This is an optimization exercise on Yosys and OpenROAD, whose aim is small area, a short achievable clock period and few clock cycles, not a production implementation. In this exercise RTL edits were held to simulation tests only and were not proved equivalent to the original.

--- design/flow/flow/run.sh ---
#!/bin/bash
# The standard layout (the standard.sh, unchanged synthesis and steps), with the
# port buffers that global placement inserts made from the plain buffer buf_1.
set -uo pipefail
export BUFFER_PORTS_ARGS="-buffer_cell sky130_fd_sc_hd__buf_1"
bash standard.sh > standard.log 2>&1
--- design/flow/standard.sh ---
#!/bin/bash
# synth_recipe.tcl (not shown) runs the flow's synth.tcl, then flattens the netlist and writes it again
# the make line also repeats each setting of config.mk as NAME=value (left out here)
make -C /OpenROAD-flow-scripts/flow DESIGN_CONFIG=/design/flow/config.mk WORK_HOME=/design/flow/orfs CLKGATE_MAP_FILE= SYNTH_SCRIPT=/design/flow/synth_recipe.tcl "${@:-finish}"
--- design/flow/config.mk ---
export PLATFORM = sky130hd
export DESIGN_NAME = sparse_mac_row
export DESIGN_NICKNAME = sparse_mac_row
export VERILOG_FILES = /design/flow/design.v
export SDC_FILE = /design/flow/constraint.sdc
export NUM_CORES = 4
export LEC_CHECK = 0
export CAP_MARGIN = 20
export CORE_MARGIN = 2
export CORE_UTILIZATION = 40
export SLEW_MARGIN = 20
--- design/flow/constraint.sdc ---
create_clock -name core_clock -period 12.0 [get_ports {Clk}]
set_input_delay 2.4000 -clock core_clock [delete_from_list [all_inputs] [get_ports {Clk}]]
set_output_delay 2.4000 -clock core_clock [all_outputs]
set_load 0.01 [all_outputs]
--- design/flow/design.v ---
module sparse_mac_row #(
  parameter int DATA_WIDTH = 8,
  parameter int ACC_WIDTH  = 32,
  parameter int BLOCK_SIZE = 4,
  parameter int NUM_PE     = 4,
  parameter int IDX_WIDTH  = 4,
  localparam int OUT_IDX_WIDTH = (NUM_PE > 1) ? $clog2(NUM_PE) : 1
) (
  input  logic                                       Clk,
  input  logic                                       rst,
  input  logic [BLOCK_SIZE*BLOCK_SIZE*DATA_WIDTH-1:0] act_block,
  input  logic [DATA_WIDTH-1:0]                      weight_in,
  input  logic [NUM_PE*IDX_WIDTH-1:0]                idx_in,
  input  logic [NUM_PE*ACC_WIDTH-1:0]                bias_in,
  input  logic                                       is_signed,
  input  logic                                       block_last,
  input  logic                                       in_valid,
  output logic                                       in_ready,
  output logic [ACC_WIDTH-1:0]                       out_data,
  output logic [OUT_IDX_WIDTH-1:0]                   out_idx,
  output logic                                       out_last,
  output logic                                       out_valid,
  input  logic                                       out_ready
);
  localparam int NE = BLOCK_SIZE * BLOCK_SIZE;
  localparam int RW = 2 * DATA_WIDTH + 1;    
  logic                         first_q;     
  logic                         v1, l1;      
  logic                         x2;          
  logic                         in_rdy_q;    
  logic                         fin_free_q;  
  logic                         fin_has;     
  logic [OUT_IDX_WIDTH-1:0]     fin_ptr;
  logic                         out_last_q;
  logic [NE*DATA_WIDTH-1:0]     act_q, act_d;
  logic                         signed_q, signed_d;
  logic [DATA_WIDTH-1:0]        w1, w1e;
  logic [NUM_PE-1:0]            s1;
  logic [DATA_WIDTH-1:0]        a1   [NUM_PE];
  logic [RW-1:0]                r0   [NUM_PE];
  logic [RW-1:0]                r1   [NUM_PE];
  logic [RW-1:0]                r0d  [NUM_PE];
  logic [RW-1:0]                r1d  [NUM_PE];
  logic [ACC_WIDTH-1:0]         acc  [NUM_PE];
  logic [ACC_WIDTH-1:0]         fin  [NUM_PE];
  logic [ACC_WIDTH-1:0]         sum  [NUM_PE];
  logic [ACC_WIDTH-1:0]         out_q;
  logic accept, xfer, load_bias, oq_free;
  assign in_ready  = in_rdy_q;
  assign out_data  = out_q;
  assign out_last  = out_last_q;
  assign accept    = in_valid && in_rdy_q;
  assign xfer      = v1 && l1 && fin_free_q;
  assign load_bias = first_q && (!v1 || in_rdy_q);
  assign oq_free   = !out_valid || out_ready;
  assign act_d    = first_q ? act_block : act_q;
  assign signed_d = first_q ? is_signed : signed_q;
  assign w1e = w1 & {DATA_WIDTH{in_rdy_q}};
  for (genvar k = 0; k < NUM_PE; k++) begin : g_pe
    smr_tree u_tree (.a(a1[k]), .b(w1e), .s(s1[k]), .r0(r0d[k]), .r1(r1d[k]));
    logic [ACC_WIDTH-1:0] x, y, z, cs, cc;
    assign x  = x2 ? fin[k] : acc[k];
    assign y  = {{(ACC_WIDTH-RW){1'b0}}, r0[k]};
    assign z  = {{(ACC_WIDTH-RW+1){~r1[k][RW-1]}}, r1[k][RW-2:0]};
    assign cs = x ^ y ^ z;
    assign cc = (x & y) | (x & z) | (y & z);
    assign sum[k] = cs + {cc[ACC_WIDTH-2:0], 1'b0};
  end
  always_ff @(posedge Clk or posedge rst) begin
    if (rst) begin
      first_q    <= 1'b1;
      v1         <= 1'b0;
      l1         <= 1'b0;
      x2         <= 1'b0;
      in_rdy_q   <= 1'b1;
      fin_free_q <= 1'b1;
      fin_has    <= 1'b0;
      fin_ptr    <= '0;
      out_valid  <= 1'b0;
      out_idx    <= '0;
      out_last_q <= 1'b0;
      w1         <= '0;
    end else begin
      logic nv1, nl1, nfin_has;
      nv1 = in_rdy_q ? accept     : v1;
      nl1 = in_rdy_q ? block_last : l1;
      v1 <= nv1;
      l1 <= nl1;
      x2 <= xfer;
      if (accept) first_q <= block_last;
      if (in_rdy_q) w1 <= accept ? weight_in : '0;
      nfin_has = fin_has;
      if (x2) begin
        if (oq_free) begin
          out_valid  <= 1'b1;
          out_idx    <= '0;
          out_last_q <= 1'b0;
          fin_ptr    <= OUT_IDX_WIDTH'(1);
        end else begin
          fin_ptr    <= '0;
        end
        nfin_has = 1'b1;
      end else if (fin_has && oq_free) begin
        out_valid  <= 1'b1;
        out_idx    <= fin_ptr;
        out_last_q <= (fin_ptr == OUT_IDX_WIDTH'(NUM_PE - 1));
        fin_ptr    <= fin_ptr + 1'b1;
        if (fin_ptr == OUT_IDX_WIDTH'(NUM_PE - 1)) nfin_has = 1'b0;
      end else if (out_ready) begin
        out_valid  <= 1'b0;
      end
      fin_has    <= nfin_has;
      fin_free_q <= !nfin_has && !xfer;
      in_rdy_q   <= !(nv1 && nl1 && (nfin_has || xfer));
    end
  end
  always_ff @(posedge Clk) begin
    act_q    <= act_d;
    signed_q <= signed_d;
    if (in_rdy_q) begin
      for (int k = 0; k < NUM_PE; k++) begin
        a1[k] <= act_d[idx_in[k*IDX_WIDTH +: IDX_WIDTH]*DATA_WIDTH +: DATA_WIDTH];
        s1[k] <= signed_d;
      end
    end
    for (int k = 0; k < NUM_PE; k++) begin
      r0[k] <= r0d[k];
      r1[k] <= r1d[k];
      if (load_bias)
        acc[k] <= bias_in[k*ACC_WIDTH +: ACC_WIDTH];
      else if (!x2)
        acc[k] <= sum[k];
      if (xfer || x2)
        fin[k] <= sum[k];
    end
    if (x2 && oq_free)
      out_q <= sum[0];
    else if (fin_has && oq_free)
      out_q <= fin[fin_ptr];
  end
endmodule
module smr_tree (
  input  logic [7:0]  a,
  input  logic [7:0]  b,
  input  logic        s,
  output logic [16:0] r0,
  output logic [16:0] r1
);
  logic pp_0_0;
  logic pp_0_1;
  logic pp_0_2;
  logic pp_0_3;
  logic pp_0_4;
  logic pp_0_5;
  logic pp_0_6;
  logic pp_1_0;
  logic pp_1_1;
  logic pp_1_2;
  logic pp_1_3;
  logic pp_1_4;
  logic pp_1_5;
  logic pp_1_6;
  logic pp_2_0;
  logic pp_2_1;
  logic pp_2_2;
  logic pp_2_3;
  logic pp_2_4;
  logic pp_2_5;
  logic pp_2_6;
  logic pp_3_0;
  logic pp_3_1;
  logic pp_3_2;
  logic pp_3_3;
  logic pp_3_4;
  logic pp_3_5;
  logic pp_3_6;
  logic pp_4_0;
  logic pp_4_1;
  logic pp_4_2;
  logic pp_4_3;
  logic pp_4_4;
  logic pp_4_5;
  logic pp_4_6;
  logic pp_5_0;
  logic pp_5_1;
  logic pp_5_2;
  logic pp_5_3;
  logic pp_5_4;
  logic pp_5_5;
  logic pp_5_6;
  logic pp_6_0;
  logic pp_6_1;
  logic pp_6_2;
  logic pp_6_3;
  logic pp_6_4;
  logic pp_6_5;
  logic pp_6_6;
  logic pa_0;
  logic pb_0;
  logic pa_1;
  logic pb_1;
  logic pa_2;
  logic pb_2;
  logic pa_3;
  logic pb_3;
  logic pa_4;
  logic pb_4;
  logic pa_5;
  logic pb_5;
  logic pa_6;
  logic pb_6;
  logic pab;
  logic ns;
  logic hs0;
  logic hc0;
  logic fs1;
  logic fc1;
  logic hs2;
  logic hc2;
  logic fs3;
  logic fc3;
  logic fs4;
  logic fc4;
  logic fs5;
  logic fc5;
  logic hs6;
  logic hc6;
  logic fs7;
  logic fc7;
  logic hs8;
  logic hc8;
  logic fs9;
  logic fc9;
  logic fs10;
  logic fc10;
  logic fs11;
  logic fc11;
  logic fs12;
  logic fc12;
  logic fs13;
  logic fc13;
  logic fs14;
  logic fc14;
  logic fs15;
  logic fc15;
  logic fs16;
  logic fc16;
  logic fs17;
  logic fc17;
  logic fs18;
  logic fc18;
  logic fs19;
  logic fc19;
  logic hs20;
  logic hc20;
  logic fs21;
  logic fc21;
  logic fs22;
  logic fc22;
  logic fs23;
  logic fc23;
  logic fs24;
  logic fc24;
  logic fs25;
  logic fc25;
  logic fs26;
  logic fc26;
  logic fs27;
  logic fc27;
  logic fs28;
  logic fc28;
  logic fs29;
  logic fc29;
  logic hs30;
  logic hc30;
  logic fs31;
  logic fc31;
  logic fs32;
  logic fc32;
  logic fs33;
  logic fc33;
  logic fs34;
  logic fc34;
  logic fs35;
  logic fc35;
  logic fs36;
  logic fc36;
  logic fs37;
  logic fc37;
  logic fs38;
  logic fc38;
  logic fs39;
  logic fc39;
  logic fs40;
  logic fc40;
  logic fs41;
  logic fc41;
  assign pp_0_0 = a[0] & b[0];
  assign pp_0_1 = a[0] & b[1];
  assign pp_0_2 = a[0] & b[2];
  assign pp_0_3 = a[0] & b[3];
  assign pp_0_4 = a[0] & b[4];
  assign pp_0_5 = a[0] & b[5];
  assign pp_0_6 = a[0] & b[6];
  assign pp_1_0 = a[1] & b[0];
  assign pp_1_1 = a[1] & b[1];
  assign pp_1_2 = a[1] & b[2];
  assign pp_1_3 = a[1] & b[3];
  assign pp_1_4 = a[1] & b[4];
  assign pp_1_5 = a[1] & b[5];
  assign pp_1_6 = a[1] & b[6];
  assign pp_2_0 = a[2] & b[0];
  assign pp_2_1 = a[2] & b[1];
  assign pp_2_2 = a[2] & b[2];
  assign pp_2_3 = a[2] & b[3];
  assign pp_2_4 = a[2] & b[4];
  assign pp_2_5 = a[2] & b[5];
  assign pp_2_6 = a[2] & b[6];
  assign pp_3_0 = a[3] & b[0];
  assign pp_3_1 = a[3] & b[1];
  assign pp_3_2 = a[3] & b[2];
  assign pp_3_3 = a[3] & b[3];
  assign pp_3_4 = a[3] & b[4];
  assign pp_3_5 = a[3] & b[5];
  assign pp_3_6 = a[3] & b[6];
  assign pp_4_0 = a[4] & b[0];
  assign pp_4_1 = a[4] & b[1];
  assign pp_4_2 = a[4] & b[2];
  assign pp_4_3 = a[4] & b[3];
  assign pp_4_4 = a[4] & b[4];
  assign pp_4_5 = a[4] & b[5];
  assign pp_4_6 = a[4] & b[6];
  assign pp_5_0 = a[5] & b[0];
  assign pp_5_1 = a[5] & b[1];
  assign pp_5_2 = a[5] & b[2];
  assign pp_5_3 = a[5] & b[3];
  assign pp_5_4 = a[5] & b[4];
  assign pp_5_5 = a[5] & b[5];
  assign pp_5_6 = a[5] & b[6];
  assign pp_6_0 = a[6] & b[0];
  assign pp_6_1 = a[6] & b[1];
  assign pp_6_2 = a[6] & b[2];
  assign pp_6_3 = a[6] & b[3];
  assign pp_6_4 = a[6] & b[4];
  assign pp_6_5 = a[6] & b[5];
  assign pp_6_6 = a[6] & b[6];
  assign pa_0 = (a[7] & b[0]) ^ s;
  assign pb_0 = (b[7] & a[0]) ^ s;
  assign pa_1 = (a[7] & b[1]) ^ s;
  assign pb_1 = (b[7] & a[1]) ^ s;
  assign pa_2 = (a[7] & b[2]) ^ s;
  assign pb_2 = (b[7] & a[2]) ^ s;
  assign pa_3 = (a[7] & b[3]) ^ s;
  assign pb_3 = (b[7] & a[3]) ^ s;
  assign pa_4 = (a[7] & b[4]) ^ s;
  assign pb_4 = (b[7] & a[4]) ^ s;
  assign pa_5 = (a[7] & b[5]) ^ s;
  assign pb_5 = (b[7] & a[5]) ^ s;
  assign pa_6 = (a[7] & b[6]) ^ s;
  assign pb_6 = (b[7] & a[6]) ^ s;
  assign pab = a[7] & b[7];
  assign ns = ~s;
  assign hs0 = pp_0_6 ^ pp_1_5;
  assign hc0 = pp_0_6 & pp_1_5;
  assign fs1 = pp_1_6 ^ pp_2_5 ^ pp_3_4;
  assign fc1 = (pp_1_6 & pp_2_5) | (pp_1_6 & pp_3_4) | (pp_2_5 & pp_3_4);
  assign hs2 = pp_4_3 ^ pp_5_2;
  assign hc2 = pp_4_3 & pp_5_2;
  assign fs3 = pp_2_6 ^ pp_3_5 ^ pp_4_4;
  assign fc3 = (pp_2_6 & pp_3_5) | (pp_2_6 & pp_4_4) | (pp_3_5 & pp_4_4);
  assign fs4 = pp_5_3 ^ pp_6_2 ^ pa_1;
  assign fc4 = (pp_5_3 & pp_6_2) | (pp_5_3 & pa_1) | (pp_6_2 & pa_1);
  assign fs5 = pp_3_6 ^ pp_4_5 ^ pp_5_4;
  assign fc5 = (pp_3_6 & pp_4_5) | (pp_3_6 & pp_5_4) | (pp_4_5 & pp_5_4);
  assign hs6 = pp_0_4 ^ pp_1_3;
  assign hc6 = pp_0_4 & pp_1_3;
  assign fs7 = pp_0_5 ^ pp_1_4 ^ pp_2_3;
  assign fc7 = (pp_0_5 & pp_1_4) | (pp_0_5 & pp_2_3) | (pp_1_4 & pp_2_3);
  assign hs8 = pp_3_2 ^ pp_4_1;
  assign hc8 = pp_3_2 & pp_4_1;
  assign fs9 = pp_2_4 ^ pp_3_3 ^ pp_4_2;
  assign fc9 = (pp_2_4 & pp_3_3) | (pp_2_4 & pp_4_2) | (pp_3_3 & pp_4_2);
  assign fs10 = pp_5_1 ^ pp_6_0 ^ hs0;
  assign fc10 = (pp_5_1 & pp_6_0) | (pp_5_1 & hs0) | (pp_6_0 & hs0);
  assign fs11 = pp_6_1 ^ pa_0 ^ pb_0;
  assign fc11 = (pp_6_1 & pa_0) | (pp_6_1 & pb_0) | (pa_0 & pb_0);
  assign fs12 = hc0 ^ fs1 ^ hs2;
  assign fc12 = (hc0 & fs1) | (hc0 & hs2) | (fs1 & hs2);
  assign fs13 = pb_1 ^ s ^ fc1;
  assign fc13 = (pb_1 & s) | (pb_1 & fc1) | (s & fc1);
  assign fs14 = hc2 ^ fs3 ^ fs4;
  assign fc14 = (hc2 & fs3) | (hc2 & fs4) | (fs3 & fs4);
  assign fs15 = pp_6_3 ^ pa_2 ^ pb_2;
  assign fc15 = (pp_6_3 & pa_2) | (pp_6_3 & pb_2) | (pa_2 & pb_2);
  assign fs16 = fc3 ^ fc4 ^ fs5;
  assign fc16 = (fc3 & fc4) | (fc3 & fs5) | (fc4 & fs5);
  assign fs17 = pp_4_6 ^ pp_5_5 ^ pp_6_4;
  assign fc17 = (pp_4_6 & pp_5_5) | (pp_4_6 & pp_6_4) | (pp_5_5 & pp_6_4);
  assign fs18 = pa_3 ^ pb_3 ^ fc5;
  assign fc18 = (pa_3 & pb_3) | (pa_3 & fc5) | (pb_3 & fc5);
  assign fs19 = pp_5_6 ^ pp_6_5 ^ pa_4;
  assign fc19 = (pp_5_6 & pp_6_5) | (pp_5_6 & pa_4) | (pp_6_5 & pa_4);
  assign hs20 = pp_0_3 ^ pp_1_2;
  assign hc20 = pp_0_3 & pp_1_2;
  assign fs21 = pp_2_2 ^ pp_3_1 ^ pp_4_0;
  assign fc21 = (pp_2_2 & pp_3_1) | (pp_2_2 & pp_4_0) | (pp_3_1 & pp_4_0);
  assign fs22 = pp_5_0 ^ hc6 ^ fs7;
  assign fc22 = (pp_5_0 & hc6) | (pp_5_0 & fs7) | (hc6 & fs7);
  assign fs23 = fc7 ^ hc8 ^ fs9;
  assign fc23 = (fc7 & hc8) | (fc7 & fs9) | (hc8 & fs9);
  assign fs24 = fc9 ^ fc10 ^ fs11;
  assign fc24 = (fc9 & fc10) | (fc9 & fs11) | (fc10 & fs11);
  assign fs25 = fc11 ^ fc12 ^ fs13;
  assign fc25 = (fc11 & fc12) | (fc11 & fs13) | (fc12 & fs13);
  assign fs26 = fc13 ^ fc14 ^ fs15;
  assign fc26 = (fc13 & fc14) | (fc13 & fs15) | (fc14 & fs15);
  assign fs27 = fc15 ^ fc16 ^ fs17;
  assign fc27 = (fc15 & fc16) | (fc15 & fs17) | (fc16 & fs17);
  assign fs28 = pb_4 ^ fc17 ^ fc18;
  assign fc28 = (pb_4 & fc17) | (pb_4 & fc18) | (fc17 & fc18);
  assign fs29 = pp_6_6 ^ pa_5 ^ pb_5;
  assign fc29 = (pp_6_6 & pa_5) | (pp_6_6 & pb_5) | (pa_5 & pb_5);
  assign hs30 = pp_0_2 ^ pp_1_1;
  assign hc30 = pp_0_2 & pp_1_1;
  assign fs31 = pp_2_1 ^ pp_3_0 ^ hs20;
  assign fc31 = (pp_2_1 & pp_3_0) | (pp_2_1 & hs20) | (pp_3_0 & hs20);
  assign fs32 = hs6 ^ hc20 ^ fs21;
  assign fc32 = (hs6 & hc20) | (hs6 & fs21) | (hc20 & fs21);
  assign fs33 = hs8 ^ fc21 ^ fs22;
  assign fc33 = (hs8 & fc21) | (hs8 & fs22) | (fc21 & fs22);
  assign fs34 = fs10 ^ fc22 ^ fs23;
  assign fc34 = (fs10 & fc22) | (fs10 & fs23) | (fc22 & fs23);
  assign fs35 = fs12 ^ fc23 ^ fs24;
  assign fc35 = (fs12 & fc23) | (fs12 & fs24) | (fc23 & fs24);
  assign fs36 = fs14 ^ fc24 ^ fs25;
  assign fc36 = (fs14 & fc24) | (fs14 & fs25) | (fc24 & fs25);
  assign fs37 = fs16 ^ fc25 ^ fs26;
  assign fc37 = (fs16 & fc25) | (fs16 & fs26) | (fc25 & fs26);
  assign fs38 = fs18 ^ fc26 ^ fs27;
  assign fc38 = (fs18 & fc26) | (fs18 & fs27) | (fc26 & fs27);
  assign fs39 = fs19 ^ fc27 ^ fs28;
  assign fc39 = (fs19 & fc27) | (fs19 & fs28) | (fc27 & fs28);
  assign fs40 = fc19 ^ fc28 ^ fs29;
  assign fc40 = (fc19 & fc28) | (fc19 & fs29) | (fc28 & fs29);
  assign fs41 = pa_6 ^ pb_6 ^ fc29;
  assign fc41 = (pa_6 & pb_6) | (pa_6 & fc29) | (pb_6 & fc29);
  assign r0 = {ns, s, pab, fc40, fc39, fc38, fc37, fc36, fc35, fc34, fc33, fc32, fc31, hc30, pp_2_0, pp_0_1, pp_0_0};
  assign r1 = {1'b0, 1'b0, fc41, fs41, fs40, fs39, fs38, fs37, fs36, fs35, fs34, fs33, fs32, fs31, hs30, pp_1_0, 1'b0};
endmodule
==> impl_results.md, run 1 <==
- DRT iter0 DRCs: 2477
- Cell at the slowest stage of the critical path: dfrtp_4
- Hpwl dp: 86.4 mm
- Async SR Flop Fraction: 3.57%
- Reg2reg end: acc[0][29]$_DFFE_PP_
- CP Launch Type: flop
- P&R area growth vs syn: 12.5%
- GRT Util Overall: around 23%
- WP data required: approximately 12000 ps
- Initial antenna violation count: 23
- Yosys warns: 15
- Clock tree buffer depth: 3
- Number of port buffers: 322
- Status: timing/DRC/antenna clean
- Top Ports: 323
- Setup Viol. Count Final: 0
- CP endpoint kind: flop
- Starting Density: 40.4%
- Avg Synthesized Cell Area: 11.3 um2
- Final hold violations: 0
- Die Y-Extent: 314 um
- Drt wl/cell: 23.3 um
- Sum Neg Setup Slack: 0 ps
- Register area share after synthesis: 39.3%
- Max frequency: roughly 0.17 GHz
- Area fraction of the dominant cell type after synthesis: 25.1%
- Worst rel slew slack: 26.1%
- Hold path cells: 1
- Worst skew pair latency: 650 ps
- CTS H-tree lvls: 3
- Post-synth top cells: nand2_1 (456), edfxtp_1 (321), inv_1 (257), dfxtp_1 (247), mux2_2 (224)
- R2R depth: 13
- Die footprint: 0.0987 mm2
- CP delay by family, top: compound AO/OA/AOI/OAI gates
- Setup CP Type: reg -> reg
- Sink Count: 589
- Delay of the slowest critical-path stage: 930 ps
- Number of placed cells counting well taps: 4817
- EDFF count, synth: 321
- Hold path endpoint: signed_q$_DFF_P_
- # hold bufs at CTS: 0
- Synth Flop Type: edfxtp_1
- CTS root buf: clkbuf_16
- Top-count cell post-synth: nand2_1
- Least-Margin Pin Slew: 1110 ps
- Final slew viol count: 0
- Synth area leaders: edfxtp_1 (25%), dfxtp_1 (13%), fa_1 (10%)
- Pre-antenna DRT Iters: 10
- Finished Layout Cells: around 5000
- Post-Syn Area: 0.0385 mm2
- Routed via count: ~28000
- Nets: 4273
- TritonCTS Buffers: 72
- RSZ-0062 raised after global routing: false
- Post-CTS sizing: 0
- Via/cell ratio: 5.55
- Reg clk slew, reported paths: 60 ps
- Global-route wire length before repair: 172 mm
- Seq cells post-synth: 589
- Crit path buffers/inverters: 1
- Crit path DAT: 6270 ps
- R2R Setup Slk: around 6100 ps
- DRC: 0
- Worst clock skew: between 40 and 50 ps
- Reg-to-reg startpoint: x2$_DFF_PP0_
- Number of global-route vias before repair: roughly 27000
- Worst min path class: reg -> reg
- Min-delay src: signed_q$_DFF_P_
- GPL Wtd Cong: roughly 0.93
- Share of cells above drive strength 1: 15.6%
- Final WL: 116 mm
- Area leader, netlist: edfxtp_1
- Total of max-cap violations: 0
- Core area: 0.0952 mm2
- Syn Nets: about 4000
- DRT antenna net count: 0
- Worst Path Max Fanout: 50
- GRT overflow: 0
- Chip Width: 314 um
- Cells along the critical path: buf_4 > mux2_2 > fa_1 > ha_1 > fa_1 > a21o_1 > a41o_1 > o31ai_2 > o21ai_1 > a31o_2 > a2111oi_1 > a311oi_2 > mux2_2
- Row count: 113
- Largest net degree at the start of global routing: 108
- Post-synthesis cell type count: 76
- Fillcell total: 8948
- Tcrit/Tclk final: 49.0%
- Post-Synthesis Cells: about 3400
- Post-CTS Setup Repair Bufs: 0
- CTS tree: yes
- Post-layout min period: 5880 ps
## metal layers
layer	vias to the layer above	global-route usage (%)	routed length, um
met4	30	10.1	5470
li1	12700	-	-
met2	968	38.3	55100
met3	233	5.18	8150
met5	-	0	204
met1	13600	29.3	46600
## state kept, by name, summed over array words and instances (netlist names), 2 cells and up
name	flops
out_q	32
act_q	128
r0	62
a1	32
w1	8
out_idx	2
fin_ptr	2
acc	128
fin	128
g_pe.z	56
## logic make-up (layout without fill, tap and decap cells)
group | count (synthesis) | after routing | synth area share [%]
adder cells (fa/ha/maj) | 360 | 360 | 15.6
flip-flops | 589 | 589 | 39.3
multiplexers | 449 | 449 | 17.6
buffers and inverters | 446 | 737 | 4.35
XOR/XNOR | 160 | 160 | 3.64
AND/OR/NAND/NOR | 851 | 851 | 10.1
AO/OA/AOI/OAI | 540 | 540 | 9.35
other | 0 | 7 | 0
## per-stage QoR
stage          worst slack (ps)  util (%)  hold slack (ps)  cell area [um2]
2_1_floorplan              6870         -              346            38500
6_report                   6120      45.5              483            43300
4_1_cts                    6140      45.4              487            43200
3_3_place_gp               6240      42.9              457            40800
3_5_place_dp               6190      42.9              473            40800
5_1_grt                    5880      45.5              508            43300
## placed cells by master, fill, tap and decap left out, types with 30 or more instances in the layout
| cell | Yosys | layout |
|---|---|---|
| a21o_1 | 72 | 72 |
| mux2_2 | 224 | 224 |
| mux2i_1 | 64 | 64 |
| mux4_2 | 160 | 160 |
| and3_1 | 155 | 155 |
| xnor2_1 | 129 | 129 |
| a21oi_1 | 143 | 143 |
| a222oi_1 | 32 | 32 |
| o21ai_0 | 116 | 116 |
| dfxtp_1 | 247 | 247 |
| clkbuf_16 | 0 | 76 |
| nor2_1 | 103 | 103 |
| ha_1 | 160 | 157 |
| buf_1 | 28 | 314 |
| fa_1 | 200 | 200 |
| nand2_1 | 456 | 453 |
| xor2_1 | 31 | 31 |
| inv_1 | 257 | 256 |
| nor3_1 | 30 | 30 |
| edfxtp_1 | 321 | 321 |
## layout make-up
type                       count  area [um2]  share of cell area, %
antenna                        7        17.5                 0.0405
clock buffer                 106        2150                   4.98
clock inverter                27         307                  0.708
inverter                     258         968                   2.24
multi-input combinational   2360       21700                   50.2
sequential                   589       15100                   34.9
tap                         1265        1580                   3.66
timing repair buffer         346        1420                   3.28
## worst max path at each step
stage / cells past startpoint / startpoint / end
global route: 12 / x2$_DFF_PP0_ / acc[0][30]$_DFFE_PP_
CTS: 13 / x2$_DFF_PP0_ / acc[0][29]$_DFFE_PP_
floorplan: 7 / first_q$_DFFE_PP1P_ / acc[0][0]$_DFFE_PP_
global placement: 13 / x2$_DFF_PP0_ / acc[0][29]$_DFFE_PP_
detailed placement: 13 / x2$_DFF_PP0_ / acc[0][29]$_DFFE_PP_
finish: 13 / x2$_DFF_PP0_ / acc[0][29]$_DFFE_PP_
Testbench counts, summed over its fixed seeds: cycles 2,918.
==> run 2, diff against run 1 <==
==> design/flow/run.sh (new file) <==
#!/bin/bash
# synth_recipe.tcl (not shown) runs the flow's synth.tcl, then flattens the netlist and writes it again
# the make line also repeats each setting of config.mk as NAME=value (left out here)
make -C /OpenROAD-flow-scripts/flow DESIGN_CONFIG=/design/flow/config.mk WORK_HOME=/design/flow/orfs CLKGATE_MAP_FILE= SYNTH_SCRIPT=/design/flow/synth_recipe.tcl finish
removed: design/flow/flow/run.sh
removed: design/flow/standard.sh
==> impl_results.md, run 2 <==
- Sink Count: 589
- Worst skew pair latency: approximately 640 ps
- TritonCTS Buffers: 71
- Crit path DAT: 6400 ps
- Setup Viol. Count Final: 0
- DRT iter0 DRCs: 2362
- Yosys warns: 15
- Largest net degree at the start of global routing: 97
- Pre-antenna DRT Iters: 9
- Area fraction of the dominant cell type after synthesis: between 20% and 30%
- Top Ports: 323
- Cells along the critical path: buf_4 > buf_4 > mux2_2 > fa_1 > ha_1 > o21a_1 > a2111oi_4 > o31ai_2 > a211o_2 > and2_1 > o21a_1 > a2111o_1 > o221a_2
- CTS H-tree lvls: 3
- Commonest non-fill, non-tap cell in the layout: nand2_1
- Hold path cells: 1
- Hold path endpoint: signed_q$_DFF_P_
- Nets: 4274
- Initial antenna violation count: 21
- Sum Neg Setup Slack: 0 ps
- Post-layout min period: approximately 6000 ps
- CP delay by family, top: compound AO/OA/AOI/OAI gates
- Number of port buffers: 322
- EDFF count, synth: 321
- DRC: 0
- Final hold violations: 0
- CTS tree: yes
- Reg2reg end: acc[1][26]$_DFFE_PP_
- P&R area growth vs syn: 17.4%
- Die footprint: between 0.09 and 0.1 mm2
- Top-count cell post-synth: nand2_1
- Via/cell ratio: 5.53
- Max frequency: ~0.17 GHz
- Min-delay src: signed_q$_DFF_P_
- WP data required: 12390 ps
- Die Y-Extent: 314 um
- Reg-to-reg startpoint: x2$_DFF_PP0_
- GRT overflow: 0
- Seq cells post-synth: 589
- Reg clk slew, reported paths: around 60 ps
- Post-CTS Setup Repair Bufs: 0
- Clock tree buffer depth: 3
- Row count: 113
- RSZ-0062 raised after global routing: false
- CP endpoint kind: flop
- Worst rel slew slack: 29.7%
- Crit path buffers/inverters: 2
- Global-route wire length before repair: 173 mm
- Post-Synthesis Cells: 3395
- Area leader, netlist: edfxtp_1
- Core area: 0.0952 mm2
- Status: timing/DRC/antenna clean
- GPL Wtd Cong: 0.881
- Worst Path Max Fanout: 52
- Top flop regs: acc x128, act_q x128, fin x128
- Cell at the slowest stage of the critical path: dfrtp_4
- Async SR Flop Fraction: around 3.6%
- Post-CTS sizing: 0
- Share of cells above drive strength 1: 15.4%
- Commonest cells after routing, fill and taps aside: nand2_1 (453), edfxtp_1 (321), clkdlybuf4s50_1 (318)
- Pre-CTS setup slack: 6010 ps
- Post-layout worst setup margin: 5980 ps
- Routed via count: 27400
- Final WL: 116 mm
- DRT antenna net count: 0
- Register area share after synthesis: 39.3%
- CP Launch Type: flop
- Post-Syn Area: slightly below 0.04 mm2
- Delay of the slowest critical-path stage: approximately 830 ps
- # hold bufs at CTS: 0
- Worst min path class: reg -> reg
- Chip Width: about 310 um
- Tcrit/Tclk final: 50.2%
- Final slew viol count: 0
- Avg Synthesized Cell Area: 11.3 um2
- Synth area leaders: edfxtp_1 (25%), dfxtp_1 (13%), fa_1 (10%)
- Setup CP Type: reg -> reg
- Worst clock skew: 29.4 ps
- R2R depth: 13
- Number of global-route vias before repair: 27200
- GRT Util Overall: 23.3%
- Starting Density: 40.4%
- Synth Flop Type: edfxtp_1
- Hpwl dp: 86.9 mm
- Least-Margin Pin Slew: 1050 ps
- Syn Nets: 4041
- Post-synth top cells: nand2_1 (456), edfxtp_1 (321), inv_1 (257), dfxtp_1 (247), mux2_2 (224)
- Total of max-cap violations: 0
- Drt wl/cell: approximately 23 um
- R2R Setup Slk: 5980 ps
- CTS root buf: clkbuf_16
- Post-synthesis cell type count: 76
run 2: cell counts after synthesis:
No cell type changed its count.
run 2: layout make-up:
| type | count | area, um2 |
|---|---|---|
| Fill cell | 8774 | 50000 |
| Multi-Input combinational cell | 2360 | 21700 |
| Sequential cell | 589 | 15100 |
| Timing Repair Buffer | 348 | 3420 |
| Clock buffer | 109 | 2110 |
| Tap cell | 1265 | 1580 |
| Inverter | 258 | 968 |
| Clock inverter | 22 | 231 |
| Antenna cell | 9 | 22.5 |
run 2: worst max-delay path by stage:
stage | end | slack (ps) | cells past startpoint | start
floorplan | acc[0][0]$_DFFE_PP_ | 6870 | 7 | first_q$_DFFE_PP1P_
global placement | acc[1][26]$_DFFE_PP_ | 6050 | 13 | x2$_DFF_PP0_
detailed placement | acc[1][26]$_DFFE_PP_ | 6010 | 13 | x2$_DFF_PP0_
CTS | acc[1][26]$_DFFE_PP_ | 5980 | 13 | x2$_DFF_PP0_
global route | acc[1][31]$_DFFE_PP_ | 5740 | 14 | x2$_DFF_PP0_
finish | acc[1][26]$_DFFE_PP_ | 5980 | 13 | x2$_DFF_PP0_
run 2: kinds of logic (layout without fill, tap and decap cells):
| family | after synthesis | after routing | synth area share, % |
|---|---|---|---|
| xor gates and xnor gates | 160 | 160 | 3.64 |
| and+or+nand+nor | 851 | 851 | 10.1 |
| muxes | 449 | 449 | 17.6 |
| adders and majority gates | 360 | 360 | 15.6 |
| AOI/OAI and AO/OA | 540 | 540 | 9.35 |
| DFF | 589 | 589 | 39.3 |
| other | 0 | 9 | 0 |
| buffers and inverters | 446 | 737 | 4.35 |
run 2: per-stage QoR:
stage	instance area (um2)	hold WS (ps)	util [%]	cells
after floorplan	38500	346	-	3395
after global placement	42800	454	45.0	4819
after detailed placement	42800	462	45.0	4819
after CTS	45100	476	47.4	4950
after global routing	45200	500	47.5	4952
final	45200	475	47.5	4960
run 2: metal layers:
metal,GRT usage (%),part of all wire [%]
met5,0,0.12
met4,9.41,4.1
met3,4.95,7.1
met2,39.0,48
met1,29.3,40
==> run 3, diff against run 2 <==
--- a/design/flow/design.v
+++ b/design/flow/design.v
@@ -29,3 +29,5 @@
   logic                         x2;          
+  logic                         park_q;      
   logic                         in_rdy_q;    
+  logic                         in_rdy_o;    
   logic                         fin_free_q;  
@@ -47,4 +49,4 @@
   logic [ACC_WIDTH-1:0]         out_q;
-  logic accept, xfer, load_bias, oq_free;
-  assign in_ready  = in_rdy_q;
+  logic accept, xfer, park_en, oq_free;
+  assign in_ready  = in_rdy_o;
   assign out_data  = out_q;
@@ -53,3 +55,3 @@
   assign xfer      = v1 && l1 && fin_free_q;
-  assign load_bias = first_q && (!v1 || in_rdy_q);
+  assign park_en   = first_q && fin_free_q;    
   assign oq_free   = !out_valid || out_ready;
@@ -61,3 +63,3 @@
     logic [ACC_WIDTH-1:0] x, y, z, cs, cc;
-    assign x  = x2 ? fin[k] : acc[k];
+    assign x  = acc[k];
     assign y  = {{(ACC_WIDTH-RW){1'b0}}, r0[k]};
@@ -74,3 +76,5 @@
       x2         <= 1'b0;
+      park_q     <= 1'b0;
       in_rdy_q   <= 1'b1;
+      in_rdy_o   <= 1'b1;
       fin_free_q <= 1'b1;
@@ -89,2 +93,3 @@
       x2 <= xfer;
+      park_q <= accept && first_q;
       if (accept) first_q <= block_last;
@@ -113,3 +118,4 @@
       fin_free_q <= !nfin_has && !xfer;
-      in_rdy_q   <= !(nv1 && nl1 && (nfin_has || xfer));
+      in_rdy_q   <= !((accept ? block_last : first_q) && (nfin_has || xfer));
+      in_rdy_o   <= !(accept ? block_last : first_q) || (!nfin_has && !xfer);
     end
@@ -128,8 +134,7 @@
       r1[k] <= r1d[k];
-      if (load_bias)
-        acc[k] <= bias_in[k*ACC_WIDTH +: ACC_WIDTH];
-      else if (!x2)
-        acc[k] <= sum[k];
-      if (xfer || x2)
+      acc[k] <= park_q ? fin[k] : sum[k];
+      if (x2)
         fin[k] <= sum[k];
+      else if (park_en)
+        fin[k] <= bias_in[k*ACC_WIDTH +: ACC_WIDTH];
     end
==> design/flow/flow/run.sh (new file) <==
#!/bin/bash
# The standard layout (the standard.sh, unchanged synthesis and steps), with the
# port buffers made from the plain buffer buf_1, and timing repair asked to reach
# a setup slack of 8.7 ns.
set -uo pipefail
export BUFFER_PORTS_ARGS="-buffer_cell sky130_fd_sc_hd__buf_1"
bash standard.sh SETUP_SLACK_MARGIN=8.7 finish > standard.log 2>&1
==> design/flow/standard.sh (new file) <==
#!/bin/bash
# synth_recipe.tcl (not shown) runs the flow's synth.tcl, then flattens the netlist and writes it again
# the make line also repeats each setting of config.mk as NAME=value (left out here)
make -C /OpenROAD-flow-scripts/flow DESIGN_CONFIG=/design/flow/config.mk WORK_HOME=/design/flow/orfs CLKGATE_MAP_FILE= SYNTH_SCRIPT=/design/flow/synth_recipe.tcl "${@:-finish}"
removed: design/flow/run.sh
==> impl_results.md, run 3 <==
- Status: timing/DRC/antenna clean
- CP Launch Type: flop
- CTS root buf: clkbuf_16
- RSZ-0062 raised after global routing: true
- Largest net degree at the start of global routing: 74
- Post-Synthesis Cells: 3269
- Total of max-cap violations: 0
- Pre-CTS setup slack: 7380 ps
- R2R Setup Slk: ~8400 ps
- Compound-Gate Fraction of Synth Area: 9.50%
- Async SR Flop Fraction: 3.73%
- Area leader, netlist: dfxtp_1
- DRT iter0 DRCs: about 2200
- Busiest layer in global routing: met2
- Cell at the slowest stage of the critical path: dfstp_4
- Global-route wire length before repair: 172 mm
- Share of cells above drive strength 1: 30.2%
- Area of the multi-input gates: 0.0232 mm2
- Storage element area: 0.0139 mm2
- TritonCTS Buffers: 71
- Final hold violations: 0
- Worst rel slew slack: slightly below 30%
- Post-synth top cells: dfxtp_1 (375), nand2_1 (332), mux2_2 (319), inv_1 (264), fa_1 (200)
- Fin area: 0.0452 mm2
- Syn Nets: approximately 3900
- XOR/XNOR Fraction of Synth Area: under 10%
- Crit path buffers/inverters: 1
- Worst skew pair latency: 650 ps
- CTS tree: yes
- Sink Count: 590
- Largest family of logic cells by synthesized area: multiplexers
- Clock tree buffer depth: 3
- Synth Area in Adders: 16.2%
- WP data required: 9600 ps
- P&R area growth vs syn: 22.2%
- Simple-Gate Fraction of Synth Area: 8.56%
- Post-Syn Area: approximately 0.037 mm2
- Met1 GRT Util: a little under a third
- Crit path DAT: 1410 ps
- Top Ports: 323
- Delay of the slowest critical-path stage: 650 ps
- Fillcell total: 8166
- Post-layout min period: 3810 ps
- Final WL: 118 mm
- Via/cell ratio: 5.63
- Setup Viol. Count Final: 0
- Number of port buffers: 322
- Sum Neg Setup Slack: 0 ps
- GRT overflow: 0
- Initial antenna violation count: 17
- CP endpoint kind: primary output
- EDFF count, synth: 193
- Commonest non-fill, non-tap cell in the layout: dfxtp_1
- CP delay by family, top: flip-flops
- Top-count cell post-synth: dfxtp_1
- Yosys warns: 15
- Worst clock skew: 24.1 ps
- Hpwl dp: between 80 and 90 mm
- Grt met3 use: 4.61%
- Max frequency: 0.263 GHz
- Nets: 4246
- Least-Margin Pin Slew: 1070 ps
- Chip Width: 308 um
- Drt wl/cell: approximately 24 um
- Die Y-Extent: 308 um
- DP Area: 0.0394 mm2
- Reg clk slew, reported paths: 60 ps
- Synth Flop Type: dfxtp_1
- Synth area leaders: dfxtp_1 (20%), edfxtp_1 (16%), fa_1 (11%)
- Worst min path class: reg -> reg
- Pre-antenna DRT Iters: 7
- Starting Density: 40.4%
- Area fraction of the dominant cell type after synthesis: 20.3%
- GPL Wtd Cong: ~0.9
- Top flop regs: acc x128, act_q x128, fin x128
- Routed via count: about 27000
- Post-layout worst setup margin: a little over 8000 ps
- Die footprint: about 0.095 mm2
- Worst Path Max Fanout: 2
- Setup CP Type: reg -> out
- Core area: 0.0917 mm2
- Tcrit/Tclk final: 31.7%
- Number of global-route vias before repair: 27200
- Register area share after synthesis: 37.4%
- Grt met2 use: 40.2%
- Seq cells post-synth: 590
- DRC: 0
- Avg Synthesized Cell Area: 11.3 um2
- Row count: 111
- Post-synthesis cell type count: 78
- Commonest cells after routing, fill and taps aside: dfxtp_1 (366), nand2_1 (294), buf_1 (246)
- Final slew viol count: 0
- CTS H-tree lvls: 3
- Multiplexer share of the synthesized area: 19.6%
- DRT antenna net count: 0
- GRT Util Overall: roughly a quarter
- Cells along the critical path: buf_6
[run 3: timing repair]
item | CTS | global route
endpoints found under the setup margin | 336 | 194
gates cloned | 20 | 2
pin swaps | 91 | 86
setup buffers | 61 | 31
gates resized for setup | 316 | 273
hold buffers | 0 | 0
[run 3: final timing paths]
check / from / depth (start not counted) / to
hold / removal: fin[0][16]$_DFFE_PP_ / 2 / acc[0][16]$_DFF_P_
hold reg to reg: fin[0][16]$_DFFE_PP_ / 2 / acc[0][16]$_DFF_P_
setup / recovery: in_rdy_q$_DFF_PP1_ / 1 / in_ready
min in group asynchronous: rst / 2 / fin_has$_DFF_PP0_
max in group asynchronous: rst / 2 / park_q$_DFF_PP0_
setup reg to reg: in_rdy_q$_DFF_PP1_ / 17 / g_pe[2].z[9]$_DFF_P_
[run 3: layout make-up]
type	count	share of cell area, %
sequential	590	30.7
antenna	5	0.0277
clock inverter	31	0.786
timing repair buffer	451	7.23
multi-input combinational	2219	51.3
inverter	266	2.22
tap	1186	3.28
clock buffer	99	4.41
timing repair inverter	1	0.0166
[run 3: metal layers]
metal | vias up | wire length (um)
met3 | 282 | 8400
li1 | 12400 | -
met1 | 13500 | 47000
met4 | 22 | 6650
met5 | - | 143
met2 | 1137 | 56000
[run 3: logic make-up (layout without fill, tap and decap cells)]
| group | after synthesis | after routing |
|---|---|---|
| AO/OA/AOI/OAI | 530 | 530 |
| adder cells (fa/ha/maj) | 360 | 360 |
| flip-flops | 590 | 590 |
| buffers and inverters | 464 | 848 |
| other | 0 | 5 |
| AND/OR/NAND/NOR | 677 | 681 |
| XOR/XNOR | 163 | 163 |
| multiplexers | 485 | 485 |
[run 3: stage by stage]
stage                     hold WS, ps  utilization (%)  cells
final                             475             49.3   4848
after global routing              498             49.3   4843
after CTS                         480             48.0   4810
after detailed placement          465             42.9   4599
after global placement            454             42.9   4599
after floorplan                   346                -   3269
Testbench counts of run 3, summed over its fixed seeds: cycles 2,918.
==> run 4, diff against run 3 <==
==> design/flow/flow/run.sh (replaced) <==
#!/bin/bash
# The standard layout (the standard.sh, unchanged synthesis and steps), with the
# port buffers made from the plain buffer buf_1, and timing repair asked to reach
# a setup slack of 8.4 ns.
set -uo pipefail
export BUFFER_PORTS_ARGS="-buffer_cell sky130_fd_sc_hd__buf_1"
bash standard.sh SETUP_SLACK_MARGIN=8.4 finish > standard.log 2>&1
==> impl_results.md, run 4 <==
- Syn Nets: about 3900
- Reg-to-reg startpoint: in_rdy_q$_DFF_PP1_
- Chip Width: 308 um
- Number of port buffers: 322
- RSZ-0062 raised after global routing: true
- WP data required: 9600 ps
- Sink Count: 590
- Reg clk slew, reported paths: 60 ps
- Via/cell ratio: 5.58
- Worst skew pair latency: about 630 ps
- Row count: 111
- Starting Density: 40.4%
- Worst min path class: reg -> reg
- EDFF count, synth: 193
- Worst clock skew: 27.2 ps
- Top-count cell post-synth: dfxtp_1
- Final WL: 112 mm
- Worst rel slew slack: 22.0%
- Synth area leaders: dfxtp_1 (20%), edfxtp_1 (16%), fa_1 (11%)
- Initial antenna violation count: 13
- Top Ports: 323
- Seq cells post-synth: between 500 and 600
- Hpwl dp: just over 80 mm
- CTS root buf: clkbuf_16
- Post-Synthesis Cells: 3269
- CP endpoint kind: primary output
- GRT Util Overall: 23.3%
- Levels on crit path: 1
- P&R area growth vs syn: 14.0%
- DRT iter0 DRCs: ~2300
- Cell at the slowest stage of the critical path: dfstp_4
- Routed via count: 26600
- DRC: 0
- CP delay by family, top: flip-flops
- Area leader, netlist: dfxtp_1
- GRT overflow: 0
- Post-layout worst setup margin: roughly 8100 ps
- Max frequency: 0.258 GHz
- Global-route wire length before repair: 166 mm
- Nets: roughly 4200
- Post-Syn Area: between 0.03 and 0.04 mm2
- Top flop regs: acc x128, act_q x128, fin x128
- Share of cells above drive strength 1: between 20% and 30%
- R2R depth: 9
- Yosys warns: 15
- CP Launch Type: flop
- Commonest non-fill, non-tap cell in the layout: dfxtp_1
- # hold bufs at CTS: 0
- Sum Neg Setup Slack: 0 ps
- Status: timing/DRC/antenna clean
- Tcrit/Tclk final: between 30% and 40%
- Synth Flop Type: dfxtp_1
- Fillcell total: 8541
- Pre-CTS setup slack: around 7500 ps
- Commonest cells after routing, fill and taps aside: dfxtp_1 (374), nand2_1 (330), mux2_2 (317)
- Reg2reg end: g_pe[1].z[8]$_DFF_P_
- GPL Wtd Cong: slightly above 0.9
- Pre-antenna DRT Iters: 8
- Drt wl/cell: between 20 and 25 um
- Cells along the critical path: buf_6
- Clock tree buffer depth: 3
- Post-synthesis cell type count: 78
- Setup Viol. Count Final: 0
- Final hold violations: 0
- Number of global-route vias before repair: 26800
- TritonCTS Buffers: 69
- Setup CP Type: reg -> out
- Async SR Flop Fraction: between 3 and 4%
- Core area: around 0.092 mm2
- R2R Setup Slk: between 8000 and 9000 ps
- Worst Path Max Fanout: 8
- Crit path DAT: 1480 ps
- CTS H-tree lvls: 3
- Crit path buffers/inverters: 1
- Die Y-Extent: 308 um
- CP Capture Point: in_ready
- Total of max-cap violations: 0
- Delay of the slowest critical-path stage: 700 ps
- DRT antenna net count: 0
- Die footprint: 0.0950 mm2
- Final slew viol count: 0
- Worst hold slack: 472 ps
- Largest net degree at the start of global routing: 80
- Post-layout min period: 3880 ps
- CTS tree: yes
- Avg Synthesized Cell Area: about 11 um2
- Least-Margin Pin Slew: 1170 ps
- Worst Setup SP: in_rdy_q$_DFF_PP1_
- Register area share after synthesis: 37.4%
- Post-synth top cells: dfxtp_1 (375), nand2_1 (332), mux2_2 (319), inv_1 (264), fa_1 (200)
- Area fraction of the dominant cell type after synthesis: 20.3%
run 4: cell counts after synthesis:
Identical to the previous run, type by type.
run 4: routing by layer:
layer	wire [um]	GRT usage (%)
met5	100	0
met2	53600	39.2
met1	45200	29.2
met4	5070	9.84
met3	7670	4.53
run 4: kinds of logic after synthesis:
family / synth area share, %
simple gates: 8.56
flops: 37.4
compound gates: 9.50
mux: 19.6
buf+inv: 4.79
fa+ha+maj: 16.2
xor+xnor: 3.86
run 4: final cells by class:
cell class	instances	area, um2	area share [%]
diodes	3	7.51	0.0178
clock buffers	99	2020	4.78
clock inverters	28	385	0.913
inverters	266	1010	2.38
multi-input cells	2216	21700	51.4
flip-flops and latches	590	13900	32.9
well taps	1186	1480	3.52
repair buffers	374	1750	4.14
repair inverters	1	7.51	0.0178
run 4: timing repair:
| item | in CTS | in global routing |
|---|---|---|
| pin swaps | 11 | 30 |
| setup buffers | 17 | 8 |
| gates resized for setup | 45 | 72 |
| gates cloned | 2 | 0 |
| setup endpoints to repair | 145 | 123 |
run 4: how the worst min path moves through the flow:
stage,slack (ps),from,end,cells after the start
after global routing,500,fin[0][16]$_DFFE_PP_,acc[0][16]$_DFF_P_,2
after detailed placement,460,fin[0][23]$_DFFE_PP_,acc[0][23]$_DFF_P_,2
final,470,fin[2][5]$_DFFE_PP_,acc[2][5]$_DFF_P_,2
after floorplan,350,s1[0]$_DFFE_PP_,r0[3][15]$_DFF_P_,0
after global placement,450,fin[0][31]$_DFFE_PP_,acc[0][31]$_DFF_P_,2
after CTS,470,fin[0][31]$_DFFE_PP_,acc[0][31]$_DFF_P_,2
run 4: metrics by stage:
stage / instances / instance area (um2) / utilization (%)
after CTS: 4752 / 41900 / 45.7
after floorplan: 3269 / 37400 / -
after global placement: 4606 / 39200 / 42.8
after global routing: 4760 / 42200 / 46.0
after detailed placement: 4606 / 39200 / 42.8
final: 4763 / 42200 / 46.0
==> run 5, diff against run 4 <==
--- a/design/flow/design.v
+++ b/design/flow/design.v
@@ -38,3 +38,4 @@
   logic                         signed_q, signed_d;
-  logic [DATA_WIDTH-1:0]        w1, w1e;
+  logic [DATA_WIDTH-1:0]        w1;          
+  logic [DATA_WIDTH-1:0]        wh;          
   logic [NUM_PE-1:0]            s1;
@@ -53,3 +54,3 @@
   assign out_last  = out_last_q;
-  assign accept    = in_valid && in_rdy_q;
+  assign accept    = in_valid && in_rdy_o;
   assign xfer      = v1 && l1 && fin_free_q;
@@ -59,5 +60,4 @@
   assign signed_d = first_q ? is_signed : signed_q;
-  assign w1e = w1 & {DATA_WIDTH{in_rdy_q}};
   for (genvar k = 0; k < NUM_PE; k++) begin : g_pe
-    smr_tree u_tree (.a(a1[k]), .b(w1e), .s(s1[k]), .r0(r0d[k]), .r1(r1d[k]));
+    smr_tree u_tree (.a(a1[k]), .b(w1), .s(s1[k]), .r0(r0d[k]), .r1(r1d[k]));
     logic [ACC_WIDTH-1:0] x, y, z, cs, cc;
@@ -78,3 +78,3 @@
       in_rdy_q   <= 1'b1;
-      in_rdy_o   <= 1'b1;
+      in_rdy_o   <= 1'b0;
       fin_free_q <= 1'b1;
@@ -86,4 +86,5 @@
       w1         <= '0;
+      wh         <= '0;
     end else begin
-      logic nv1, nl1, nfin_has;
+      logic nv1, nl1, nfin_has, nrdy;
       nv1 = in_rdy_q ? accept     : v1;
@@ -95,3 +96,2 @@
       if (accept) first_q <= block_last;
-      if (in_rdy_q) w1 <= accept ? weight_in : '0;
       nfin_has = fin_has;
@@ -118,4 +118,11 @@
       fin_free_q <= !nfin_has && !xfer;
-      in_rdy_q   <= !((accept ? block_last : first_q) && (nfin_has || xfer));
-      in_rdy_o   <= !(accept ? block_last : first_q) || (!nfin_has && !xfer);
+      nrdy = !((accept ? block_last : first_q) && (nfin_has || xfer));
+      in_rdy_q   <= nrdy;
+      in_rdy_o   <= nrdy;
+      if (in_rdy_q) begin
+        wh <= weight_in;
+        w1 <= (accept && nrdy) ? weight_in : '0;
+      end else begin
+        w1 <= (nrdy && v1) ? wh : '0;
+      end
     end
==> impl_results.md, run 5 <==
- Worst min path class: reg -> reg
- DRT antenna net count: 0
- CTS H-tree lvls: 3
- Die Y-Extent: 310 um
- Worst skew pair latency: 650 ps
- Sink Count: 599
- Yosys warns: 15
- Top Ports: roughly 320
- Crit path buffers/inverters: 1
- Worst rel slew slack: 25.5%
- Tcrit/Tclk final: 30.3%
- Reg clk slew, reported paths: 70 ps
- Commonest non-fill, non-tap cell in the layout: nand2_1
- Die footprint: 0.0963 mm2
- Commonest cells after routing, fill and taps aside: nand2_1 (424), dfxtp_1 (375), buf_1 (286)
- Hpwl dp: 80.7 mm
- Total of max-cap violations: 0
- Post-layout worst setup margin: approximately 8400 ps
- Storage element area: 0.0141 mm2
- Final hold violations: 0
- R2R depth: 12
- Area fraction of the dominant cell type after synthesis: between 10% and 20%
- Share of cells above drive strength 1: 18.9%
- Status: timing/DRC/antenna clean
- GPL Wtd Cong: 0.936
- Register area share after synthesis: 37.5%
- CP delay by family, top: flip-flops
- Drt wl/cell: 21.8 um
- Worst hold slack: 460 ps
- Core area: 0.0932 mm2
- Number of port buffers: 322
- Row count: ~110
- Hold path endpoint: acc[2][17]$_DFF_P_
- Final slew viol count: 0
- Post-synthesis cell type count: 79
- Reg-to-reg startpoint: r0[3][1]$_DFF_P_
- Crit path DAT: about 1200 ps
- Max frequency: 0.275 GHz
- RSZ-0062 raised after global routing: true
- Via/cell ratio: 5.37
- Seq cells post-synth: 599
- Async SR Flop Fraction: 5.18%
- Fillcell total: 8728
- Post-Syn Area: 0.0375 mm2
- Setup CP Type: reg -> out
- Sum Neg Setup Slack: 0 ps
- Worst Path Max Fanout: 1
- Cell at the slowest stage of the critical path: edfxtp_1
- EDFF count, synth: 193
- Nets: 4235
- WP data required: 9600 ps
- Clock tree buffer depth: 3
- TritonCTS Buffers: 72
- Post-layout min period: between 3000 and 4000 ps
- Top-count cell post-synth: nand2_1
- Cells along the critical path: clkbuf_2
- Pre-antenna DRT Iters: 6
- CTS root buf: clkbuf_16
- Synth area leaders: dfxtp_1 (20%), edfxtp_1 (15%), fa_1 (11%)
- Syn Nets: 3993
- Initial antenna violation count: 10
- Post-synth top cells: nand2_1 (426), dfxtp_1 (375), inv_1 (253), mux2_2 (205), fa_1 (200)
- Largest net degree at the start of global routing: 84
- Final WL: 107 mm
- Routed via count: ~26000
- GRT overflow: 0
- CP endpoint kind: primary output
- DRT iter0 DRCs: 2294
- P&R area growth vs syn: 13.7%
- Worst clock skew: 35.3 ps
- Synth Flop Type: dfxtp_1
- DRC: 0
- Chip Width: about 310 um
- Post-Synthesis Cells: 3347
- Hold path cells: 2
- Final core occ: 45.8%
- Min-delay src: fin[2][17]$_DFFE_PP_
- CTS tree: yes
- Global-route wire length before repair: 162 mm
- Area leader, netlist: dfxtp_1
- Number of global-route vias before repair: approximately 26000
- Pre-CTS setup slack: between 7000 and 8000 ps
- Top flop regs: acc x128, act_q x128, fin x128
- R2R Setup Slk: about 8500 ps
- Reg2reg end: fin[3][31]$_DFFE_PP_
- Area of the multi-input gates: between 0.02 and 0.025 mm2
- GRT Util Overall: 22.2%
- Avg Synthesized Cell Area: 11.2 um2
- Least-Margin Pin Slew: 1120 ps
- Setup Viol. Count Final: 0
- Delay of the slowest critical-path stage: approximately 440 ps
- Starting Density: 40.3%
- CP Launch Type: flop
run 5: changes by cell type after synthesis, moves of 9 or more:
cell | before | now
mux2_4 | 0 | 76
and3_1 | 120 | 10
a21o_1 | 61 | 41
dfrtp_1 | 19 | 28
o22ai_1 | 2 | 12
o31ai_1 | 6 | 16
inv_1 | 264 | 253
a21oi_1 | 131 | 145
nand2_1 | 332 | 426
buf_6 | 1 | 10
and2_1 | 10 | 142
clkbuf_1 | 156 | 134
mux2_2 | 319 | 205
run 5: routing by layer:
layer,track usage (%),share of wire (%),wire length (um),up-vias
li1,-,-,-,12300
met1,29.0,43,45800,13000
met2,36.0,47,50100,887
met3,3.65,5.6,6000,207
met4,10.2,4.7,4990,16
met5,0,0.096,103,-
run 5: through the flow:
| stage | instance area, um2 | std cells |
|---|---|---|
| floorplan | 37900 | 3347 |
| global placement | 39800 | 4759 |
| detailed placement | 39800 | 4759 |
| CTS | 42500 | 4896 |
| global route | 42700 | 4901 |
| finish | 42700 | 4904 |
run 5: area by class of cell:
type,count,area share [%]
diodes,3,0.0176
clock buffers,97,4.78
clock inverters,35,1.28
inverters,254,2.26
multi-input cells,2303,51.2
flip-flops and latches,599,33.0
well taps,1254,3.68
repair buffers,359,3.73
run 5: how the worst max path moves through the flow:
| stage | start | endpoint | depth (start not counted) |
|---|---|---|---|
| 5_1_grt | out_q[13]$_DFFE_PP_ | out_data[13] | 1 |
| 3_3_place_gp | idx_in[12] | a1[3][7]$_DFFE_PP_ | 3 |
| 6_report | out_q[12]$_DFFE_PP_ | out_data[12] | 1 |
| 2_1_floorplan | idx_in[1] | a1[0][0]$_DFFE_PP_ | 4 |
| 3_5_place_dp | idx_in[12] | a1[3][7]$_DFFE_PP_ | 3 |
| 4_1_cts | out_q[13]$_DFFE_PP_ | out_data[13] | 1 |
run 5: cells by family (layout without fill, tap and decap cells):
| family | count (synthesis) | count (layout) | synth area share (%) |
|---|---|---|---|
| XOR/XNOR | 169 | 169 | 3.94 |
| AO/OA/AOI/OAI | 528 | 528 | 9.23 |
| adder cells (fa/ha/maj) | 360 | 360 | 16.0 |
| multiplexers | 441 | 441 | 18.8 |
| flip-flops | 599 | 599 | 37.5 |
| buffers and inverters | 445 | 745 | 4.74 |
| other | 0 | 3 | 0 |
| AND/OR/NAND/NOR | 805 | 805 | 9.80 |
run 5: what timing repair did:
item / in CTS / in global routing
pin swaps: 7 / 14
buffers inserted: 5 / 4
endpoints found under the setup margin: 81 / 114
hold buffers: 0 / 0
gates resized for setup: 27 / 51
Testbench counts of run 5, summed over its fixed seeds: cycles 2,918.
==> run 6, diff against run 5 <==
--- a/design/flow/config.mk
+++ b/design/flow/config.mk
@@ -10,2 +10,3 @@
 export CORE_UTILIZATION = 40
+export PLACE_DENSITY = 0.85
 export SLEW_MARGIN = 20
==> impl_results.md, run 6 <==
- TritonCTS Buffers: 67
- Worst clock skew: 27.1 ps
- Post-synthesis cell type count: 79
- P&R area growth vs syn: 13.1%
- CP Launch Type: flop
- Yosys warns: 15
- EDFF count, synth: 193
- Initial antenna violation count: 15
- Global-route wire length before repair: about 170 mm
- CTS tree: yes
- CP endpoint kind: primary output
- Die footprint: 0.0963 mm2
- Async SR Flop Fraction: under 10%
- Die Y-Extent: approximately 310 um
- Post-Syn Area: about 0.038 mm2
- GRT overflow: 0
- CP delay by family, top: flip-flops
- Routed via count: approximately 28000
- Tcrit/Tclk final: 30.5%
- Clock tree buffer depth: 3
- Delay of the slowest critical-path stage: 470 ps
- Share of cells above drive strength 1: roughly 19%
- GRT Util Overall: 22.7%
- Finished Layout Cells: 4903
- Setup CP Type: reg -> out
- Total of max-cap violations: 0
- Reg clk slew, reported paths: around 60 ps
- Post-layout min period: 3660 ps
- Area fraction of the dominant cell type after synthesis: 20.0%
- DRT iter0 DRCs: 2720
- Worst min path class: reg -> reg
- Pre-antenna DRT Iters: 13
- Max frequency: between 0.2 and 0.3 GHz
- Final slew viol count: 0
- Top-count cell post-synth: nand2_1
- Least-Margin Pin Slew: 1130 ps
- Cell at the slowest stage of the critical path: edfxtp_1
- Top Ports: ~320
- Hpwl dp: around 80 mm
- Worst rel slew slack: approximately a quarter
- CTS H-tree lvls: 3
- Sink Count: 599
- Row count: 112
- DRT antenna net count: 0
- Cells along the critical path: clkbuf_2
- WP data required: 9600 ps
- Core area: 0.0932 mm2
- Drt wl/cell: between 20 and 25 um
- Post-Synthesis Cells: ~3300
- Largest net degree at the start of global routing: approximately 130
- Worst Path Max Fanout: 1
- Final hold violations: 0
- Number of placed cells counting well taps: 4754
- Seq cells post-synth: 599
- Status: timing/DRC/antenna clean
- Starting Density: 40.3%
- Register area share after synthesis: 37.5%
- CTS root buf: clkbuf_16
- Nets: 4233
- DRC: 0
- Worst hold slack: 467 ps
- Worst skew pair latency: 630 ps
- Crit path DAT: ~1300 ps
- RSZ-0062 raised after global routing: true
- Fin area: about 0.042 mm2
- DP Area: ~0.040 mm2
- Final WL: 111 mm
- Avg Synthesized Cell Area: ~11 um2
- Number of port buffers: ~320
- Post-synth top cells: nand2_1 (426), dfxtp_1 (375), inv_1 (253), mux2_2 (205), fa_1 (200)
- Area leader, netlist: dfxtp_1
- Syn Nets: 3993
- Synth area leaders: dfxtp_1 (20%), edfxtp_1 (15%), fa_1 (11%)
- Via/cell ratio: ~5.6
- Commonest non-fill, non-tap cell in the layout: nand2_1
- Number of global-route vias before repair: around 28000
- Setup Viol. Count Final: 0
- Chip Width: 310 um
- GPL Wtd Cong: roughly 0.96
- Crit path buffers/inverters: 1
- Commonest cells after routing, fill and taps aside: nand2_1 (424), dfxtp_1 (375), buf_1 (300)
- Sum Neg Setup Slack: 0 ps
- Synth Flop Type: dfxtp_1
- Final core occ: between 40% and 50%
- Top flop regs: acc x128, act_q x128, fin x128
## run 6: cell counts after synthesis
No cell type changed its count.
## run 6: worst paths after layout
kind	from	endpoint	slack, ps	cells after the start
hold reg to reg	fin[0][23]$_DFFE_PP_	acc[0][23]$_DFF_P_	470	2
hold / removal	fin[0][23]$_DFFE_PP_	acc[0][23]$_DFF_P_	470	2
setup / recovery	out_q[12]$_DFFE_PP_	out_data[12]	8340	1
min in group asynchronous	rst	l1$_DFFE_PP0P_	1850	3
setup reg to reg	r0[0][1]$_DFF_P_	fin[0][13]$_DFFE_PP_	8500	13
max in group asynchronous	rst	park_q$_DFF_PP0_	9790	3
## run 6: per-stage QoR
| stage | worst slack [ps] |
|---|---|
| 3_3_place_gp | 7640 |
| 4_1_cts | 8330 |
| 3_5_place_dp | 7540 |
| 2_1_floorplan | 8110 |
| 6_report | 8340 |
| 5_1_grt | 8350 |
## run 6: cells by family (layout without fill, tap and decap cells)
family / Yosys count / count (layout) / share of synthesized area (%)
adders and majority gates: 360 / 360 / 16.0
AOI/OAI and AO/OA: 528 / 528 / 9.23
buffers and inverters: 445 / 737 / 4.74
xor gates and xnor gates: 169 / 169 / 3.94
DFF: 599 / 599 / 37.5
and+or+nand+nor: 805 / 805 / 9.80
muxes: 441 / 441 / 18.8
other: 0 / 10 / 0
## run 6: final cells by class
cell class | count | area [um2]
Clock buffer | 90 | 1900
Timing Repair inverter | 1 | 5.00
Fill cell | 8254 | 50700
Multi-Input combinational cell | 2303 | 21900
Sequential cell | 599 | 14100
Antenna cell | 10 | 25.0
Inverter | 254 | 962
Timing Repair Buffer | 361 | 1650
Tap cell | 1254 | 1570
Clock inverter | 31 | 359
## run 6: what timing repair did
item | 4_1_cts | 5_1_grt
resized for setup | 37 | 36
setup endpoints to repair | 86 | 78
pin swaps | 4 | 14
buffers inserted | 10 | 6
hold buffers | 0 | 0
gates cloned | 1 | 0
## run 6: routing by layer
layer	routed length, um	track usage [%]	share of wire, %
met4	5800	11.0	5.2
met2	51700	37.5	47
met5	97	0	0.088
met1	42500	27.9	38
met3	10500	5.48	9.5

## afterwards: timing with drivers on the ports
The flow's constraints put no driver on any port. The routed layouts listed below were extracted and timed again, unchanged, in two steps. Step 1, drivers: a clkbuf_16 drives Clk and a buf_2 each remaining input, both assumed. Step 2 times the ports against the registers' clock, not the clock port: input delays grow and output delays shrink by t, the midpoint of the rising clock arrivals with the driver on. Three values: ideal, step 1, step 2; two values: the first two.
| run | t, ns | setup WS [ns] | worst setup path after step 2 | worst register clock-pin slew, ns | pins driven straight from the clock port |
|---|---|---|---|---|---|
| run 1 | 0.692 | 6.119 / 6.119 / 6.119 | register to register | 0.07 / 0.07 | 1 |
| run 2 | 0.695 | 5.982 / 5.982 / 5.982 | register to register | 0.06 / 0.06 | 1 |
| run 3 | 0.705 | 8.191 / 8.126 / 7.906 | input to register | 0.06 / 0.06 | 1 |
| run 4 | 0.679 | 8.122 / 8.062 / 7.807 | input to register | 0.07 / 0.07 | 1 |
| run 5 | 0.701 | 8.359 / 8.294 / 7.777 | input to register | 0.07 / 0.07 | 1 |
| run 6 | 0.683 | 8.337 / 8.270 / 7.771 | input to register | 0.07 / 0.07 | 1 |
After both steps every run listed still meets setup and hold. For run 5, which loses most, drivers alone change the setup slack by -0.065 ns; drivers and shift together by -0.582 ns.
